Context: an optimization exercise on an open-source flow, tuned for small area. The choices shown serve that exercise and are no tape-out recipe.
Only simulation tests tie the RTL to the original design; equivalence was not proved.
Power and IR drop assume default switching activity.

[flow/config.mk]
export PLATFORM = sky130hd
export DESIGN_NAME = board_compositor_top
export DESIGN_NICKNAME = board_compositor_top
export VERILOG_FILES = /design/flow/design.v
export SDC_FILE = /design/flow/constraint.sdc
export NUM_CORES = 4
export LEC_CHECK = 0
export ABC_AREA = 1
export CAP_MARGIN = 20
export CELL_PAD_IN_SITES_DETAIL_PLACEMENT = 1
export CELL_PAD_IN_SITES_GLOBAL_PLACEMENT = 2
export CORE_AREA = 10 10 370 370
export DIE_AREA = 0 0 380 380
export PLACE_DENSITY = 0.35
export SLEW_MARGIN = 20
[flow/constraint.sdc]
create_clock -name core_clock -period 5.0 [get_ports {clk}]
set_input_delay 1.0000 -clock core_clock [delete_from_list [all_inputs] [get_ports {clk}]]
set_output_delay 1.0000 -clock core_clock [all_outputs]
set_load 0.01 [all_outputs]
[flow/design.v]
module board_frame_compositor #(
  parameter int WIDTH        = 16,
  parameter int HEIGHT       = 16,
  parameter int N_LANES      = 4,
  parameter int ROW_W        = $clog2(HEIGHT),
  parameter int COL_W        = $clog2(WIDTH),
  parameter int BLINK_CYCLES = 12500000
) (
  input  logic                       clk,
  input  logic                       reset,
  input  logic                       frame_strobe,
  input  logic [N_LANES*ROW_W-1:0]   lane_row,
  input  logic [N_LANES*WIDTH-1:0]   lane_data,
  input  logic [ROW_W-1:0]           frog_row,
  input  logic [COL_W-1:0]           frog_col,
  input  logic [ROW_W-1:0]           win_row,
  input  logic                       clear_hit,
  output logic [HEIGHT*WIDTH-1:0]    RedPixels,
  output logic [HEIGHT*WIDTH-1:0]    GrnPixels,
  output logic                       busy,
  output logic                       frame_done,
  output logic                       hit,
  output logic                       win
);
  localparam int RW = $clog2(HEIGHT);
  localparam int CW = $clog2(WIDTH);
  localparam int LW = ROW_W + WIDTH;
  localparam int CNT_W   = $clog2(N_LANES + 3);
  localparam int PUB_CNT = N_LANES + 2;
  logic [CNT_W-1:0] cnt;
  logic             snap_en, pub_en, chk_en;
  assign snap_en = (cnt == '0) && frame_strobe;
  assign pub_en  = (cnt == CNT_W'(PUB_CNT));
  assign chk_en  = (cnt >= CNT_W'(2)) && (cnt <= CNT_W'(N_LANES + 1));
  assign busy    = (cnt != '0);
  always_ff @(posedge clk or negedge reset) begin
    if (!reset)       cnt <= '0;
    else if (snap_en) cnt <= CNT_W'(1);
    else if (pub_en)  cnt <= '0;
    else if (busy)    cnt <= cnt + 1'b1;
  end
  logic [N_LANES*LW-1:0]      pend;
  logic [RW-1:0]              pend_frow;
  logic [CW-1:0]              pend_fcol;
  logic                       pend_ok, pend_win;
  logic in_ok;
  assign in_ok = (frog_row < ROW_W'(HEIGHT)) && (frog_col < COL_W'(WIDTH));
  always_ff @(posedge clk) begin
    if (snap_en) begin
      for (int i = 0; i < N_LANES; i++)
        pend[i*LW +: LW] <= {lane_row[i*ROW_W +: ROW_W], lane_data[i*WIDTH +: WIDTH]};
      pend_frow <= frog_row[RW-1:0];
      pend_fcol <= frog_col[CW-1:0];
      pend_ok   <= in_ok;
      pend_win  <= in_ok && (frog_row == win_row);
    end else begin
      for (int i = 0; i < N_LANES; i++)
        pend[i*LW +: LW] <= pend[((i + 1) % N_LANES)*LW +: LW];
    end
  end
  logic [ROW_W-1:0] chk_row;
  logic [WIDTH-1:0] chk_data;
  logic             coll;
  assign chk_row  = pend[(N_LANES-1)*LW + WIDTH +: ROW_W];
  assign chk_data = pend[(N_LANES-1)*LW +: WIDTH];
  assign coll     = pend_ok && (chk_row == ROW_W'(pend_frow)) && chk_data[pend_fcol];
  logic [N_LANES*RW-1:0]         pub_row;
  logic [N_LANES*WIDTH-1:0]      pub_data;
  logic [RW-1:0]                 pub_frow;
  logic [CW-1:0]                 pub_fcol;
  logic                          pub_ok;
  logic [N_LANES-1:0] pub_oor;
  always_ff @(posedge clk or negedge reset) begin
    if (!reset) begin
      pub_oor <= '1;
      pub_ok  <= 1'b0;
      win     <= 1'b0;
    end else if (pub_en) begin
      for (int i = 0; i < N_LANES; i++)
        pub_oor[i] <= (pend[i*LW + WIDTH +: ROW_W] >= ROW_W'(HEIGHT));
      pub_ok <= pend_ok;
      win    <= pend_win;
    end
  end
  always_ff @(posedge clk) begin
    if (pub_en) begin
      for (int i = 0; i < N_LANES; i++) begin
        pub_row[i*RW +: RW]       <= pend[i*LW + WIDTH +: RW];
        pub_data[i*WIDTH +: WIDTH] <= pend[i*LW +: WIDTH];
      end
      pub_frow <= pend_frow;
      pub_fcol <= pend_fcol;
    end
  end
  always_comb begin
    for (int r = 0; r < HEIGHT; r++) begin
      logic [WIDTH-1:0] acc;
      acc = '0;
      for (int i = 0; i < N_LANES; i++)
        if (!pub_oor[i] && pub_row[i*RW +: RW] == RW'(r)) acc = acc | pub_data[i*WIDTH +: WIDTH];
      RedPixels[r*WIDTH +: WIDTH] = acc;
    end
  end
  always_comb begin
    for (int r = 0; r < HEIGHT; r++)
      for (int c = 0; c < WIDTH; c++)
        GrnPixels[r*WIDTH + c] = pub_ok && (pub_frow == RW'(r)) && ((pub_fcol == CW'(c)) || win);
  end
  always_ff @(posedge clk or negedge reset) begin
    if (!reset) begin
      frame_done <= 1'b0;
      hit        <= 1'b0;
    end else begin
      frame_done <= pub_en;
      if (chk_en && coll) hit <= 1'b1;
      else if (clear_hit) hit <= 1'b0;
    end
  end
endmodule
module board_compositor_top (
  input  logic           clk,
  input  logic           reset,
  input  logic           frame_strobe,
  input  logic [39:0]    lane_row,
  input  logic [127:0]   lane_data,
  input  logic [4:0]     frog_row,
  input  logic [4:0]     frog_col,
  input  logic [4:0]     win_row,
  input  logic           clear_hit,
  output logic [255:0]   RedPixels,
  output logic [255:0]   GrnPixels,
  output logic           busy,
  output logic           frame_done,
  output logic           hit,
  output logic           win
);
  board_frame_compositor #(
    .WIDTH(16), .HEIGHT(16), .N_LANES(8), .ROW_W(5), .COL_W(5)
  ) u_comp (
    .clk(clk), .reset(reset), .frame_strobe(frame_strobe),
    .lane_row(lane_row), .lane_data(lane_data),
    .frog_row(frog_row), .frog_col(frog_col), .win_row(win_row),
    .clear_hit(clear_hit),
    .RedPixels(RedPixels), .GrnPixels(GrnPixels),
    .busy(busy), .frame_done(frame_done), .hit(hit), .win(win)
  );
endmodule
[flow/flow/run.sh]
#!/bin/bash
# The standard layout (standard.sh) with two changes to how it is made:
#  - the combinational logic is mapped by ABC for area only (map -a) instead of ORFS's
#    delay-oriented "area" script; registers are mapped exactly as in the standard synthesis;
#  - the port buffers use the smallest buffer cell instead of the default delay buffer.
set -euo pipefail
rm -rf scripts_area
cp -r "$FLOW_HOME/scripts" scripts_area
printf 'strash\ndch\nmap -a\ntopo\n' > scripts_area/abc_area.script
bash standard.sh "SCRIPTS_DIR=$PWD/scripts_area" \
  "BUFFER_PORTS_ARGS=-buffer_cell sky130_fd_sc_hd__buf_1" finish > flow_make.log 2>&1
[flow/standard.sh]
#!/bin/bash
# synth_recipe.tcl (not shown) runs the flow's synth.tcl, then flattens the netlist and writes it again
# the make line also repeats each setting of config.mk as NAME=value (left out here)
make -C /OpenROAD-flow-scripts/flow DESIGN_CONFIG=/design/flow/config.mk WORK_HOME=/design/flow/orfs CLKGATE_MAP_FILE= SYNTH_SCRIPT=/design/flow/synth_recipe.tcl "${@:-finish}"
==> results of run 1 <==
==> state kept, by name (all words and copies together), names as in the netlist <==
signal	count
u_comp.pend_ok	1
u_comp.pend_frow	4
u_comp.pend	168
u_comp.frame_done	1
u_comp.pend_win	1
u_comp.win	1
u_comp.pend_fcol	4
u_comp.cnt	4
u_comp.pub_data	128
u_comp.pub_fcol	4
u_comp.pub_ok	1
u_comp.hit	1
u_comp.pub_row	32
u_comp.pub_frow	4
u_comp.pub_oor	8
==> cell type report <==
type                    instances  area (sq um)  area share (%)
well taps                    1742          2180           6.969
clock inverters                23         235.2          0.7522
diodes                          9         22.52         0.07201
repair buffers                884          4051           12.95
inverters                     154         583.1           1.864
flip-flops and latches        362          9119           29.16
clock buffers                  63          1338           4.277
multi-input cells            2752         13750           43.95
==> placed cells by master (no fill, tap or decap), types with 2 or more instances in the layout <==
master / n
xnor2_1: 2
o221ai_1: 3
or2_2: 2
nand2_2: 6
nor2_1: 493
a21oi_1: 517
inv_6: 4
o22ai_1: 197
clkbuf_8: 8
mux2_2: 3
o2111ai_1: 42
clkinvlp_4: 3
a21oi_4: 3
nor2_2: 10
edfxtp_1: 178
nor4_1: 2
nand3_1: 22
bufinv_16: 3
xor2_1: 5
o21ai_0: 559
clkinv_2: 10
nand3_2: 2
a221oi_1: 201
clkbuf_1: 7
dfstp_2: 8
nor3_1: 20
buf_4: 178
buf_1: 702
dfxtp_1: 168
clkinv_1: 153
dfrtp_1: 8
nand2_1: 644
nor2_4: 9
a21oi_2: 6
buf_12: 4
clkbuf_16: 48
diode_2: 9
==> cell families (layout without fill, tap and decap cells) <==
logic type	after synthesis	in the layout	share of synthesized area, %
AO/OA/AOI/OAI	1529	1529	37.97
AND/OR/NAND/NOR	1213	1213	19.90
flip-flops	362	362	39.24
buffers and inverters	154	1124	2.487
XOR/XNOR	7	7	0.2638
multiplexers	3	3	0.1453
other	0	9	0
==> through the flow <==
step           hold slack, ns  total power, mW  cells  setup WS [ns]  TNS [ns]
4_1_cts                0.3350            17.11   5980         0.2680         0
5_1_grt                0.3732            17.96   5980        0.08964         0
3_3_place_gp           0.4152            13.46   5894         0.9317         0
2_1_floorplan          0.4086            8.859   3268         -2.022   -310.34
6_report               0.3616            17.09   5989         0.2101         0
3_5_place_dp           0.4166            13.51   5894         0.9554         0
==> routing by layer <==
| metal | vias up | share of wire, % | wire length [um] |
|---|---|---|---|
| met5 | - | 0.12 | 269 |
| met4 | 18 | 5.7 | 12670 |
| met3 | 502 | 7.9 | 17420 |
| met2 | 1994 | 44 | 98350 |
| met1 | 16796 | 42 | 92910 |
| li1 | 14096 | - | - |
==> critical path: cells and delay by family (launching register included) <==
kind,cells,cell delay [ns]
DFF,1,0.44
buffers and inverters,3,0.85
AOI/OAI and AO/OA,6,0.67
and+or+nand+nor,3,1.20
==> power breakdown <==
group / switching, mW / total (mW) / leakage [nW] / internal [mW]
combinational: 6.03 / 7.97 / 6.61 / 1.94
sequential: 1.21 / 5.62 / 3.23 / 4.41
clock: 1.45 / 3.50 / 0.777 / 2.04
total: 8.69 / 17.1 / 10.6 / 8.40
==> path summary, 6_finish.rpt <==
check | startpoint | cells after the start | endpoint | slack (ns)
worst min-delay path | reset | 2 | u_comp.frame_done | 0.36
worst max-delay path | u_comp.pub_row[6] | 12 | RedPixels[79] | 0.21
worst min register to register | u_comp.pend[106] | 0 | u_comp.pub_data[81] | 0.40
worst max register to register | u_comp.cnt[2] | 6 | u_comp.pend[38] | 2.46
max in group asynchronous | reset | 2 | u_comp.pub_oor[4] | 4.26
min in group core_clock | u_comp.pend[106] | 0 | u_comp.pub_data[81] | 0.40
==> impl_metrics.csv, run 1 <==
group,metric,value,unit
run_status,status,"complete, no violations",
power_and_ir_drop,ir_drop,0.2516,mV
setup_path,critical_path_class,"reg -> out",
synthesis,synth_area_leader_cell,"edfxtp_1",
sta,period_share,95.80,%
global_route,grt_pass1_vias,33664,
sta,slew_viol_final,0,
clock_tree,postCtsResizedCells,0,
setup_path,cp.arrival,3.79,ns
synthesis,syn-num-nets,3455,
floorplan,die_h,380,um
synthesis,synth-main-ff-cell,"edfxtp_1",
drt,wl,221600,um
synthesis,ys_types,22,
synthesis,synth-edff-count,178,
drt,drcViolationCount,0,
power_and_ir_drop,leakage,10.62,nW
placed_design,placement.io_buffers,702,
global_route,overflow,0,
sta,rsz0062_at_grt,"false",
power_and_ir_drop,power_density,546.4,nW/um^2
sta,worst_pin_slew,1.252,ns
drt,vias,33406,
synthesis,ys_seq_area_share,39.24,%
clock_tree,clock-sinks,362,
sta,fin_skew,0.05005,ns
synthesis,synth_top_area_share,23.00,%
synthesis,yosysMostFrequentCell,"nand2_1",
setup_path,max_stage_delay,0.85,ns
drt,initialDrtViolationCount,3674,
sta,setup_viol,0,
floorplan,rows,132,
drt,via_per_inst,5.578,
synthesis,syn_area_per_cell,7.112,sq um
layout,syn_to_final_growth,34.56,%
global_route,globalRouteMet3Util,6.344,%
clock_tree,clk_pin_slew,0.06,ns
job,maxCapViolCount,0,
layout,drive_above_1_share,7.386,%
synthesis,synth-seq-cells,362,
clock_tree,cts_setup_buffers,0,
drt,first_pass_iters,6,
clock_tree,clock-root-buffer,"clkbuf_16",
placed_design,routabilityCongestion,0.9120,
setup_path,cp-end-kind,"primary output",
layout,final_area,31270,sq um
setup_path,path_cells,"clkinv_1 -> nor2_1 -> nand3_1 -> buf_4 -> nor2_1 -> a221oi_1 -> o21ai_0 -> a21oi_1 -> o21ai_0 -> a21oi_1 -> o21ai_0 -> buf_1",
drt,wire_per_inst,37.00,um
synthesis,syn_area,23240,sq um
global_route,grt_start_max_net_pins,106,
clock_tree,htree_levels,2,
sta,hold_viol,0,
setup_path,slowest_stage,"nand3_1",
synthesis,yosysWarnings,1,
setup_path,cp_max_fo,7,
setup_path,cpMostUsedCell,"o21ai_0",
layout,final_util,24.21,%
layout,fillers,16044,
global_route,gr-max-usage-layer,"met2",
sta,slew_headroom,16.47,%
setup_path,cp.required,4.00,ns
clock_tree,cts_buffer_depth,3,
min_path,hold_class,"in -> async",
synthesis,synth_common_cells,"nand2_1, o21ai_0, a21oi_1",
global_route,grt_pass1_wl,296700,um
clock_tree,clk_latency,0.66,ns
floorplan,core,129200,sq um
floorplan,start_util,17.99,%
floorplan,die_w,380,um
sta,period_minus_slack,4.790,ns
global_route,use_met2,45.60,%
floorplan,io_pins,703,
synthesis,synth_area_leaders,"edfxtp_1, dfxtp_1, o21ai_0",
global_route,antenna_found_initial,27,
clock_tree,holdBufCountCts,0,
placed_design,dp_hpwl,156100,um
sta,fmaxAchievable,208.8,MHz
synthesis,synth-async-reset-ratio,4.420,%
layout,fin_nets,4387,
drt,drtAntennaViolNets,0,
clock_tree,numCtsBuffers,46,
global_route,grt_usage,28.96,%
floorplan,die_area,144400,sq um
synthesis,synthCells,3268,
setup_path,cp-start-kind,"flop",
global_route,use_met1,36.97,%
placed_design,place_area,29650,sq um
clock_tree,cts_tree,"yes",
==> run 2: changes to the inputs <==
==> flow/flow/run.sh (replaced) <==
#!/bin/bash
# The standard layout, with the port buffers made from the smallest buffer cell instead of the
# default delay buffer. Everything else is the standard flow (standard.sh).
set -euo pipefail
bash standard.sh "BUFFER_PORTS_ARGS=-buffer_cell sky130_fd_sc_hd__buf_1" finish > flow_make.log 2>&1
--- a/flow/config.mk
+++ b/flow/config.mk
@@ -7,8 +7,6 @@
 export LEC_CHECK = 0
 export ABC_AREA = 1
 export CAP_MARGIN = 20
-export CELL_PAD_IN_SITES_DETAIL_PLACEMENT = 1
-export CELL_PAD_IN_SITES_GLOBAL_PLACEMENT = 2
 export CORE_AREA = 10 10 370 370
 export DIE_AREA = 0 0 380 380
 export PLACE_DENSITY = 0.35
==> run 2 against run 1 <==
Setup slack improved by 0.41 ns. Sequential share of layout area fell by 0.35 points. Critical path depth fell by 4. Clock-buffer cell count fell by 4. Global-route usage fell by 2.1 points. Combinational power fell by about 20%. Largest power group unchanged.
==> impl_metrics.csv, run 2 <==
group,metric,value,unit
setup_path,crit_end,"RedPixels[37]",
sta,fin_skew,0.02352,ns
placed_design,dp_hpwl,156200,um
layout,top_register,"u_comp.pend",
synthesis,yosysWarnings,1,
synthesis,synth-main-ff-cell,"edfxtp_1",
floorplan,start_util,20.56,%
setup_path,cp.buffers_inverters,2,
clock_tree,cts_buffer_depth,3,
clock_tree,clock-root-buffer,"clkbuf_16",
run_status,status,"complete, no violations",
sta,timing.setup.tns,0,ns
layout,drive_above_1_share,3.516,%
clock_tree,numCtsBuffers,41,
sta,period_minus_slack,4.378,ns
setup_path,path_cells,"inv_1 -> nand2_1 -> nor2_1 -> nand2_1 -> o22ai_1 -> nor2_1 -> nand2_1 -> buf_1",
synthesis,syn_area,26550,sq um
placed_design,routabilityCongestion,0.9721,
layout,seqCellArea,9119,sq um
synthesis,ys_types,33,
power_and_ir_drop,power_density,463.9,nW/um^2
floorplan,io_pins,703,
drt,wire_per_inst,31.86,um
sta,fin_hold_ws,0.4173,ns
global_route,overflow,0,
setup_path,cp-start-kind,"flop",
global_route,grt_pass1_vias,32107,
job,maxCapViolCount,0,
power_and_ir_drop,p_total,14.69,mW
synthesis,synth-edff-count,178,
power_and_ir_drop,leakage,13.33,nW
setup_path,cp.required,4.00,ns
synthesis,synth-async-reset-ratio,4.420,%
synthesis,syn-num-nets,4472,
floorplan,die_w,380,um
synthesis,yosysMostFrequentCell,"nand2_1",
synthesis,synth_top_area_share,20.13,%
clock_tree,clk_pin_slew,0.06,ns
layout,final_cell_mix,"nand2_1, nor2_1, buf_1",
floorplan,die_h,380,um
clock_tree,holdBufCountCts,0,
layout,largest_reg_flops,168,
layout,multi_input_area,14620,sq um
setup_path,critical_path_class,"reg -> out",
min_path,hold_class,"reg -> reg",
layout,reg.largest.list,"u_comp.pend x168, u_comp.pub_data x128, u_comp.pub_row x32",
drt,initialDrtViolationCount,5910,
sta,worst_pin_slew,1.289,ns
setup_path,timing.rr.start,"u_comp.cnt[0]",
drt,drcViolationCount,0,
synthesis,ys_seq_area_share,34.35,%
sta,slew_headroom,14.07,%
clock_tree,cts_setup_buffers,0,
floorplan,core,129200,sq um
layout,fin_nets,4934,
setup_path,cp_max_fo,15,
sta,hold_viol,0,
clock_tree,postCtsResizedCells,0,
floorplan,rows,132,
layout,final_common_cell,"nand2_1",
clock_tree,clk_latency,0.58,ns
layout,fillers,15004,
setup_path,slowest_stage,"nand2_1",
setup_path,rrSetupSlack,2.11,ns
synthesis,synth_area_leaders,"edfxtp_1, nand2_1, o22ai_1",
drt,wl,207800,um
sta,fmaxAchievable,228.4,MHz
setup_path,cpMostUsedCell,"nand2_1",
sta,period_share,87.56,%
global_route,grt_start_max_net_pins,157,
drt,drtAntennaViolNets,0,
layout,syn_to_final_growth,19.24,%
synthesis,synth_area_leader_cell,"edfxtp_1",
clock_tree,htree_levels,2,
global_route,grt_pass1_wl,279800,um
synthesis,synthCells,4285,
synthesis,synth-seq-cells,362,
setup_path,cp.arrival,3.38,ns
synthesis,synth_common_cells,"nand2_1, nor2_1, o22ai_1",
floorplan,die_area,144400,sq um
setup_path,reg2reg_depth,4,
layout,final_util,24.51,%
drt,vias,35494,
sta,setup_viol,0,
sta,slew_viol_final,0,
global_route,grt_usage,26.86,%
setup_path,path_depth,8,
setup_path,cp-end-kind,"primary output",
placed_design,placement.io_buffers,702,
setup_path,path_delay_family,"simple AND/OR/NAND/NOR gates",
setup_path,critPathLaunch,"u_comp.pub_row[4]",
setup_path,max_stage_delay,0.80,ns
clock_tree,cts_tree,"yes",
setup_path,r2r_end,"u_comp.pub_row[1]",
sta,rsz0062_at_grt,"false",
drt,via_per_inst,5.441,
global_route,antenna_found_initial,13,
clock_tree,clock-sinks,362,
synthesis,syn_area_per_cell,6.196,sq um
power_and_ir_drop,ir_drop,0.2597,mV
drt,first_pass_iters,7,
[run 2: cells by family after synthesis]
family | after synthesis | synth area share (%)
simple gates | 2156 | 31.33
xor+xnor | 3 | 0.09899
flops | 362 | 34.35
buf+inv | 698 | 10.75
compound gates | 1066 | 23.47
[run 2: how the worst min path moves through the flow]
stage	cells past startpoint	slack, ns	endpoint	start
4_1_cts	2	0.40	u_comp.hit	reset
5_1_grt	0	0.42	u_comp.pub_data[110]	u_comp.pend[140]
2_1_floorplan	2	0.41	u_comp.pub_oor[2]	u_comp.pend[62]
3_5_place_dp	0	0.41	u_comp.pub_data[69]	u_comp.pend[89]
3_3_place_gp	0	0.41	u_comp.pub_data[41]	u_comp.pend[51]
6_report	0	0.42	u_comp.pub_data[110]	u_comp.pend[140]
[run 2: through the flow]
stage | area (sq um) | std cells | worst slack, ns
after floorplan | 26550 | 4285 | 0.4012
after global placement | 30300 | 6446 | 1.400
after detailed placement | 30310 | 6446 | 1.414
after CTS | 31630 | 6520 | 0.7666
after global routing | 31650 | 6520 | 0.6228
final | 31660 | 6523 | 0.6221
[run 2: area by class of cell]
type / count / area share (%)
Tap cell: 1742 / 6.885
Clock buffer: 59 / 3.787
Clock inverter: 15 / 0.3834
Timing Repair Buffer: 748 / 9.534
Antenna cell: 3 / 0.02372
Inverter: 369 / 4.407
Sequential cell: 362 / 28.81
Multi-Input combinational cell: 3225 / 46.17
[run 2: where the power goes]
group	leakage [nW]	switching, mW	internal [mW]
clock	0.647	1.27	1.73
sequential	3.22	1.02	4.29
combinational	9.46	4.96	1.41
total	13.3	7.25	7.43
[run 2: per-layer routing]
layer  part of all wire (%)  global-route usage [%]  vias to the layer above
li1                       -                       -                    15208
met1                     44                   38.38                    17284
met2                     40                   37.45                     2594
met3                     12                   8.570                      400
met4                    3.6                   8.791                        8
met5                  0.061                  0.4296                        -
==> run 3: changes to the inputs <==
--- a/flow/design.v
+++ b/flow/design.v
@@ -82,23 +82,37 @@
       win    <= pend_win;
     end
   end
-  always_ff @(posedge clk) begin
-    if (pub_en) begin
-      for (int i = 0; i < N_LANES; i++) begin
-        pub_row[i*RW +: RW]       <= pend[i*LW + WIDTH +: RW];
-        pub_data[i*WIDTH +: WIDTH] <= pend[i*LW +: WIDTH];
+  localparam int PUB_W = N_LANES*RW + N_LANES*WIDTH + RW + CW;
+  logic [PUB_W-1:0] pub_q, pub_d, pub_new;
+  always_comb begin
+    for (int i = 0; i < N_LANES; i++) begin
+      pub_new[i*RW +: RW]                   = pend[i*LW + WIDTH +: RW];
+      pub_new[N_LANES*RW + i*WIDTH +: WIDTH] = pend[i*LW +: WIDTH];
+    end
+    pub_new[N_LANES*(RW+WIDTH) +: RW] = pend_frow;
+    pub_new[N_LANES*(RW+WIDTH) + RW +: CW] = pend_fcol;
+  end
+  compositor_mux #(.W(PUB_W)) u_pub_mux (.sel(pub_en), .a(pub_new), .b(pub_q), .y(pub_d));
+  always_ff @(posedge clk) pub_q <= pub_d;
+  assign pub_row  = pub_q[0 +: N_LANES*RW];
+  assign pub_data = pub_q[N_LANES*RW +: N_LANES*WIDTH];
+  assign pub_frow = pub_q[N_LANES*(RW+WIDTH) +: RW];
+  assign pub_fcol = pub_q[N_LANES*(RW+WIDTH) + RW +: CW];
+  logic [HEIGHT*N_LANES-1:0] sel;
+  always_comb begin
+    for (int r = 0; r < HEIGHT; r++)
+      for (int i = 0; i < N_LANES; i++)
+        sel[r*N_LANES + i] = !pub_oor[i] && (pub_row[i*RW +: RW] == RW'(r));
+  end
+  for (genvar r = 0; r < HEIGHT; r++) begin : g_row
+    for (genvar c = 0; c < WIDTH; c++) begin : g_col
+      logic [N_LANES-1:0] col_bits;
+      for (genvar i = 0; i < N_LANES; i++) begin : g_lane
+        assign col_bits[i] = pub_data[i*WIDTH + c];
       end
-      pub_frow <= pend_frow;
-      pub_fcol <= pend_fcol;
-    end
-  end
-  always_comb begin
-    for (int r = 0; r < HEIGHT; r++) begin
-      logic [WIDTH-1:0] acc;
-      acc = '0;
-      for (int i = 0; i < N_LANES; i++)
-        if (!pub_oor[i] && pub_row[i*RW +: RW] == RW'(r)) acc = acc | pub_data[i*WIDTH +: WIDTH];
-      RedPixels[r*WIDTH +: WIDTH] = acc;
+      compositor_and_or #(.N(N_LANES)) u_px (
+        .sel(sel[r*N_LANES +: N_LANES]), .data(col_bits), .y(RedPixels[r*WIDTH + c])
+      );
     end
   end
   always_comb begin
@@ -116,6 +130,48 @@
       else if (clear_hit) hit <= 1'b0;
     end
   end
+endmodule
+module compositor_and_or #(
+  parameter int N = 8
+) (
+  input  logic [N-1:0] sel,
+  input  logic [N-1:0] data,
+  output logic         y
+);
+  localparam int G = (N + 2) / 3;
+  logic [G-1:0] grp_n;
+  for (genvar g = 0; g < G; g++) begin : g_grp
+    localparam int K = (N - 3*g > 3) ? 3 : N - 3*g;
+    compositor_aoi #(.K(K)) u_aoi (.a(sel[3*g +: K]), .b(data[3*g +: K]), .y_n(grp_n[g]));
+  end
+  compositor_nand #(.K(G)) u_nand (.a(grp_n), .y(y));
+endmodule
+module compositor_aoi #(
+  parameter int K = 3
+) (
+  input  logic [K-1:0] a,
+  input  logic [K-1:0] b,
+  output logic         y_n
+);
+  assign y_n = ~|(a & b);
+endmodule
+module compositor_nand #(
+  parameter int K = 3
+) (
+  input  logic [K-1:0] a,
+  output logic         y
+);
+  assign y = ~&a;
+endmodule
+module compositor_mux #(
+  parameter int W = 1
+) (
+  input  logic         sel,
+  input  logic [W-1:0] a,
+  input  logic [W-1:0] b,
+  output logic [W-1:0] y
+);
+  assign y = sel ? a : b;
 endmodule
 module board_compositor_top (
   input  logic           clk,
==> flow/flow/run.sh (replaced) <==
#!/bin/bash
# The standard layout (standard.sh) with these changes to how it is made:
#  - the combinational logic is mapped by ABC for area only (amap) instead of ORFS's
#    delay-oriented "area" script; registers are mapped exactly as in the standard synthesis;
#  - the port buffers use the smallest buffer cell instead of the default delay buffer;
#  - the pins are spread along the die edge (at least 4 tracks apart);
#  - clock tree: small clock buffers, larger sink clusters, no dummy balancing loads.
set -euo pipefail
rm -rf scripts_area
cp -r "$FLOW_HOME/scripts" scripts_area
printf 'strash\ndch\namap\ntopo\n' > scripts_area/abc_area.script
bash standard.sh "SCRIPTS_DIR=$PWD/scripts_area" \
  "BUFFER_PORTS_ARGS=-buffer_cell sky130_fd_sc_hd__buf_1" \
  "PLACE_PINS_ARGS=-min_distance 4 -min_distance_in_tracks" \
  "CTS_ARGS=-sink_clustering_enable -repair_clock_nets -buf_list sky130_fd_sc_hd__clkbuf_4 -sink_clustering_size 16 -sink_clustering_max_diameter 60 -dont_use_dummy_load" \
  finish > flow_make.log 2>&1
--- a/flow/config.mk
+++ b/flow/config.mk
@@ -7,7 +7,12 @@
 export LEC_CHECK = 0
 export ABC_AREA = 1
 export CAP_MARGIN = 20
+export CELL_PAD_IN_SITES_DETAIL_PLACEMENT = 1
+export CELL_PAD_IN_SITES_GLOBAL_PLACEMENT = 2
 export CORE_AREA = 10 10 370 370
+export CTS_BUF_LIST = sky130_fd_sc_hd__clkbuf_4
 export DIE_AREA = 0 0 380 380
-export PLACE_DENSITY = 0.35
+export PLACE_DENSITY = 0.5
 export SLEW_MARGIN = 20
+export SYNTH_HIERARCHICAL = 1
+export SYNTH_MINIMUM_KEEP_SIZE = 0
==> run 3 against run 2 <==
The flow now stops in 3_2_place_iop. Area after synthesis is 19% lower. Synthesized cell count is 45% lower.
==> impl_metrics.csv, run 3 <==
group,metric,value,unit
synthesis,synth_common_cells,"a222oi_1, nor2_1, dfxtp_1",
floorplan,rows,132,
synthesis,synth-main-ff-cell,"dfxtp_1",
synthesis,synthCells,2374,
run_status,failed_stage,"3_2_place_iop",
synthesis,synth-async-reset-ratio,4.420,%
synthesis,syn_area,21380,sq um
run_status,status,"stopped before the end",
synthesis,yosysWarnings,7,
floorplan,start_util,16.56,%
floorplan,die_w,380,um
synthesis,synth_mux_area_share,0,%
synthesis,synth-seq-cells,362,
floorplan,die_h,380,um
synthesis,ys_types,25,
synthesis,synth_area_leader_cell,"dfxtp_1",
synthesis,synthSimpleGateAreaFrac,16.21,%
synthesis,synth_top_family_by_area,"compound AO/OA/AOI/OAI gates",
synthesis,synth-edff-count,10,
synthesis,ys_seq_area_share,34.78,%
synthesis,syn-num-nets,2561,
synthesis,synth_xor_area_share,0.04096,%
synthesis,synth_compound_area_share,47.71,%
synthesis,synthAdderAreaFrac,0,%
synthesis,syn_area_per_cell,9.007,sq um
run_status,error,"[ERROR PPL-0024] Number of IO pins (703) exceeds maximum number of available positions (688). Increase the die perimeter from 1520.00um to 1912.16um.",
synthesis,synth_area_leaders,"dfxtp_1, a222oi_1, a22o_1",
synthesis,yosysMostFrequentCell,"a222oi_1",
synthesis,synth_top_area_share,31.46,%
-- run 3: kinds of logic after synthesis --
family,count (synthesis)
flip-flops,362
XOR/XNOR,1
buffers and inverters,72
AND/OR/NAND/NOR,798
AO/OA/AOI/OAI,1141
==> run 4: changes to the inputs <==
--- a/flow/config.mk
+++ b/flow/config.mk
@@ -6,13 +6,14 @@
 export NUM_CORES = 4
 export LEC_CHECK = 0
 export ABC_AREA = 1
-export CAP_MARGIN = 20
+export CAP_MARGIN = 10
 export CELL_PAD_IN_SITES_DETAIL_PLACEMENT = 1
 export CELL_PAD_IN_SITES_GLOBAL_PLACEMENT = 2
 export CORE_AREA = 10 10 370 370
 export CTS_BUF_LIST = sky130_fd_sc_hd__clkbuf_4
 export DIE_AREA = 0 0 380 380
+export MIN_ROUTING_LAYER = met2
 export PLACE_DENSITY = 0.5
-export SLEW_MARGIN = 20
+export SLEW_MARGIN = 10
 export SYNTH_HIERARCHICAL = 1
 export SYNTH_MINIMUM_KEEP_SIZE = 0
==> run 4 against run 3 <==
The run again fails in 3_2_place_iop. Synthesized cell count is the same. Area after synthesis is the same.
==> impl_metrics.csv, run 4 <==
group,metric,value,unit
floorplan,start_util,16.56,%
run_status,error,"[ERROR PPL-0024] Number of IO pins (703) exceeds maximum number of available positions (688). Increase the die perimeter from 1520.00um to 1912.16um.",
synthesis,synth-async-reset-ratio,4.420,%
synthesis,synth-seq-cells,362,
synthesis,synth-edff-count,10,
synthesis,syn-num-nets,2561,
synthesis,ys_seq_area_share,34.78,%
run_status,failed_stage,"3_2_place_iop",
synthesis,synth-main-ff-cell,"dfxtp_1",
floorplan,die_h,380,um
run_status,status,"stopped before the end",
synthesis,ys_types,25,
synthesis,syn_area_per_cell,9.007,sq um
synthesis,synth_common_cells,"a222oi_1, nor2_1, dfxtp_1",
synthesis,syn_area,21380,sq um
synthesis,synthCells,2374,
synthesis,synth_top_area_share,31.46,%
synthesis,yosysWarnings,7,
synthesis,synth_area_leader_cell,"dfxtp_1",
floorplan,rows,132,
floorplan,die_w,380,um
synthesis,yosysMostFrequentCell,"a222oi_1",
synthesis,synth_area_leaders,"dfxtp_1, a222oi_1, a22o_1",
==> run 4: cell counts after synthesis <==
No cell type changed its count.
==> run 4: logic make-up after synthesis <==
group | share of synthesized area (%)
AOI/OAI and AO/OA | 47.71
xor gates and xnor gates | 0.04097
buffers and inverters | 1.264
DFF | 34.78
and+or+nand+nor | 16.21
==> run 5: changes to the inputs <==
==> flow/flow/run.sh (replaced) <==
#!/bin/bash
# The standard layout (standard.sh) with these changes to how it is made:
#  - the combinational logic is mapped by ABC for area only (amap) instead of ORFS's
#    delay-oriented "area" script; registers are mapped exactly as in the standard synthesis;
#  - the port buffers use the smallest buffer cell instead of the default delay buffer;
#  - the pins are spread along the die edge (at least 3 tracks apart);
#  - global routing offers less of met1/met2 (flow/fastroute.tcl);
#  - clock tree: small clock buffers, sink clusters of up to 8, no dummy balancing loads.
set -euo pipefail
rm -rf scripts_area
cp -r "$FLOW_HOME/scripts" scripts_area
printf 'strash\ndch\namap\ntopo\n' > scripts_area/abc_area.script
bash standard.sh "SCRIPTS_DIR=$PWD/scripts_area" \
  "BUFFER_PORTS_ARGS=-buffer_cell sky130_fd_sc_hd__buf_1" \
  "FASTROUTE_TCL=$PWD/flow/fastroute.tcl" \
  "PLACE_PINS_ARGS=-min_distance 3 -min_distance_in_tracks" \
  "CTS_ARGS=-sink_clustering_enable -repair_clock_nets -buf_list sky130_fd_sc_hd__clkbuf_4 -sink_clustering_size 8 -sink_clustering_max_diameter 40 -dont_use_dummy_load" \
  finish > flow_make.log 2>&1
==> flow/flow/fastroute.tcl (new file) <==
# sky130hd's global routing setup, with less of met1 and met2 offered to the global router so
# that more of the long crossbar wiring goes to met3 and met4.
set_global_routing_layer_adjustment $::env(MIN_ROUTING_LAYER)-$::env(MAX_ROUTING_LAYER) 0.2
set_global_routing_layer_adjustment met1 0.6
set_global_routing_layer_adjustment met2 0.4

set_routing_layers -clock $::env(MIN_CLK_ROUTING_LAYER)-$::env(MAX_ROUTING_LAYER)
set_routing_layers -signal $::env(MIN_ROUTING_LAYER)-$::env(MAX_ROUTING_LAYER)
--- a/flow/config.mk
+++ b/flow/config.mk
@@ -6,14 +6,13 @@
 export NUM_CORES = 4
 export LEC_CHECK = 0
 export ABC_AREA = 1
-export CAP_MARGIN = 10
+export CAP_MARGIN = 20
 export CELL_PAD_IN_SITES_DETAIL_PLACEMENT = 1
 export CELL_PAD_IN_SITES_GLOBAL_PLACEMENT = 2
 export CORE_AREA = 10 10 370 370
 export CTS_BUF_LIST = sky130_fd_sc_hd__clkbuf_4
 export DIE_AREA = 0 0 380 380
-export MIN_ROUTING_LAYER = met2
 export PLACE_DENSITY = 0.5
-export SLEW_MARGIN = 10
+export SLEW_MARGIN = 20
 export SYNTH_HIERARCHICAL = 1
 export SYNTH_MINIMUM_KEEP_SIZE = 0
==> run 5 against run 4 <==
The run now finishes clean. Area after synthesis unchanged. Synthesized cell count unchanged.
==> impl_metrics.csv, run 5 <==
group,metric,value,unit
run_status,status,"complete, no violations",
sta,timing.setup.tns,0,ns
job,maxCapViolCount,0,
placed_design,placement.io_buffers,702,
drt,drtAntennaViolNets,0,
synthesis,ys_types,25,
clock_tree,postCtsResizedCells,0,
setup_path,cp.arrival,3.68,ns
drt,initialDrtViolationCount,4029,
synthesis,synth-async-reset-ratio,4.420,%
layout,fillers,15570,
sta,fmaxAchievable,213.6,MHz
layout,finalNonFillerCells,5070,
synthesis,synth_area_leaders,"dfxtp_1, a222oi_1, a22o_1",
clock_tree,cts_buffer_depth,3,
layout,syn_to_final_growth,33.11,%
setup_path,cp.required,4.00,ns
power_and_ir_drop,power.switching,11.31,mW
floorplan,die_area,144400,sq um
synthesis,ys_seq_area_share,34.78,%
clock_tree,clk_pin_slew,0.08,ns
power_and_ir_drop,power_density,661.6,nW/um^2
setup_path,cp-end-kind,"primary output",
clock_tree,clock-sinks,362,
synthesis,syn_area,21380,sq um
sta,setup_viol,0,
floorplan,start_util,16.56,%
clock_tree,clk_latency,0.94,ns
drt,wire_per_inst,43.27,um
global_route,grt_usage,38.80,%
synthesis,synth-seq-cells,362,
power_and_ir_drop,power_frac_comb,46.9,%
global_route,grt_pass1_wl,298600,um
power_and_ir_drop,internal_power,7.523,mW
floorplan,die_w,380,um
synthesis,synth_area_leader_cell,"dfxtp_1",
clock_tree,holdBufCountCts,0,
drt,first_pass_iters,15,
power_and_ir_drop,switching_share,60.05,%
global_route,overflow,0,
power_and_ir_drop,leakage,9.861,nW
sta,hold_viol,0,
synthesis,synth_top_area_share,31.46,%
layout,final_cell_mix,"buf_1, a222oi_1, nor2_1",
drt,via_per_inst,6.286,
synthesis,synth-edff-count,10,
sta,fin_hold_ws,0.1313,ns
sta,worst_pin_slew,1.220,ns
layout,seqCellArea,7442,sq um
drt,drcViolationCount,0,
drt,vias,31870,
min_path,hold_class,"in -> async",
placed_design,routabilityCongestion,1.032,
layout,final_common_cell,"buf_1",
power_and_ir_drop,power_frac_seq,43.0,%
layout,reg.largest.list,"u_comp.pend x168, u_comp.pub_q x168, u_comp.pub_oor x8",
synthesis,synthCells,2374,
synthesis,yosysWarnings,7,
setup_path,cp_max_fo,9,
power_and_ir_drop,clkPwrFrac,10.1,%
global_route,grt_pass1_vias,35410,
placed_design,dpl.cell_count,4964,
drt,wl,219400,um
clock_tree,cts_tree,"yes",
sta,slew_headroom,18.39,%
setup_path,critical_path_class,"reg -> out",
synthesis,synth-main-ff-cell,"dfxtp_1",
floorplan,rows,132,
synthesis,synth_common_cells,"a222oi_1, nor2_1, dfxtp_1",
synthesis,syn_area_per_cell,9.007,sq um
floorplan,io_pins,703,
setup_path,cp-start-kind,"flop",
power_and_ir_drop,ir_drop,0.2266,mV
setup_path,reg2reg_depth,7,
floorplan,die_h,380,um
clock_tree,numCtsBuffers,78,
layout,multi_input_area,14070,sq um
clock_tree,cts_setup_buffers,0,
sta,rsz0062_at_grt,"false",
layout,fin_nets,3491,
sta,period_share,93.63,%
sta,slew_viol_final,0,
clock_tree,clock-root-buffer,"clkbuf_4",
layout,drive_above_1_share,8.934,%
synthesis,yosysMostFrequentCell,"a222oi_1",
sta,fin_skew,0.1267,ns
placed_design,dp_hpwl,148400,um
clock_tree,htree_levels,3,
sta,period_minus_slack,4.681,ns
synthesis,syn-num-nets,2561,
floorplan,core,129200,sq um
global_route,grt_start_max_net_pins,100,
global_route,antenna_found_initial,49,
-- run 5: cell type report --
cell class | instances | area share (%)
Multi-Input combinational cell | 1940 | 49.44
Clock buffer | 78 | 2.057
Tap cell | 1742 | 7.657
Timing Repair Buffer | 850 | 13.49
Inverter | 72 | 0.9891
Antenna cell | 26 | 0.2286
Sequential cell | 362 | 26.15
-- run 5: worst paths after layout --
check | end | slack [ns] | startpoint
max reg2reg | u_comp.pend[33] | 2.32 | u_comp.cnt[2]
max in group asynchronous | u_comp.pub_oor[7] | 4.55 | reset
max | RedPixels[179] | 0.32 | u_comp.pub_q[12]
min reg2reg | u_comp.pend[66] | 0.43 | u_comp.pend[87]
min in group core_clock | u_comp.pend[104] | 0.27 | lane_row[24]
min | u_comp.win | 0.13 | reset
-- run 5: worst max-delay path, cell delays in order, from the launching register on --
cell and delay (ns):
dfxtp_1 0.52, nand3_1 0.22, nor2_1 0.89, buf_4 0.39, a222oi_1 0.14, nand3_1 0.37
buf_1 0.20
-- run 5: layer usage --
metal	share of wire, %	vias to the layer above	track usage, %	wire length (um)
met5	0.91	-	11.47	2003
met4	11	75	28.93	23330
met3	18	1071	27.34	38860
met2	41	3050	54.04	90350
met1	30	14988	46.83	64840
li1	-	12686	-	-
-- run 5: kinds of logic after synthesis --
group	count (synthesis)	share of synthesized area [%]
compound gates	1141	47.71
flops	362	34.78
simple gates	798	16.21
xor+xnor	1	0.04097
buf+inv	72	1.264
-- run 5: power by group through the flow --
stage          clock, mW  combinational [mW]  sequential [mW]
6_report            1.90                8.83             8.10
5_1_grt             2.08                9.31             8.22
4_1_cts             1.99                8.54             7.89
3_5_place_dp           0                8.51             7.94
3_3_place_gp           0                8.43             7.96
2_1_floorplan          0                4.23             5.90
-- run 5: stage by stage --
step	util, %	power, mW	area, sq um	setup slack [ns]
after floorplan	-	10.13	21410	-4.882
after global placement	21.43	16.39	27680	1.405
after detailed placement	21.49	16.45	27750	1.363
after CTS	21.94	18.42	28340	0.3464
after global routing	22.02	19.61	28450	0.2151
final	22.04	18.83	28460	0.3186

[static timing again, ports no longer ideal]
Ports are ideal in the flow. The routed layouts listed here were re-timed in OpenROAD. Step 1: set_driving_cell puts a clkbuf_16 on clk and a buf_2 on each other input, an assumption about the parent block. Step 2 times the ports against the registers' clock, not the clock port: input delays grow and output delays shrink by t, the midpoint of the rising clock arrivals with the driver on. Three values: ideal ports, drivers, drivers and shift; two values: the first two.
| run | t (ns) | slack for setup (ns) | hold WS [ns] | worst setup path at the end |
|---|---|---|---|---|
| run 1 | 0.720 | 0.210 / 0.126 / 0.846 | 0.362 / 0.304 / 0.401 | register to output |
| run 2 | 0.635 | 0.622 / 0.553 / 1.188 | 0.417 / 0.394 / 0.417 | register to output |
| run 5 | 0.934 | 0.319 / 0.260 / 1.194 | 0.131 / 0.148 / 0.426 | register to output |
After both steps setup and hold are still met in every run listed.
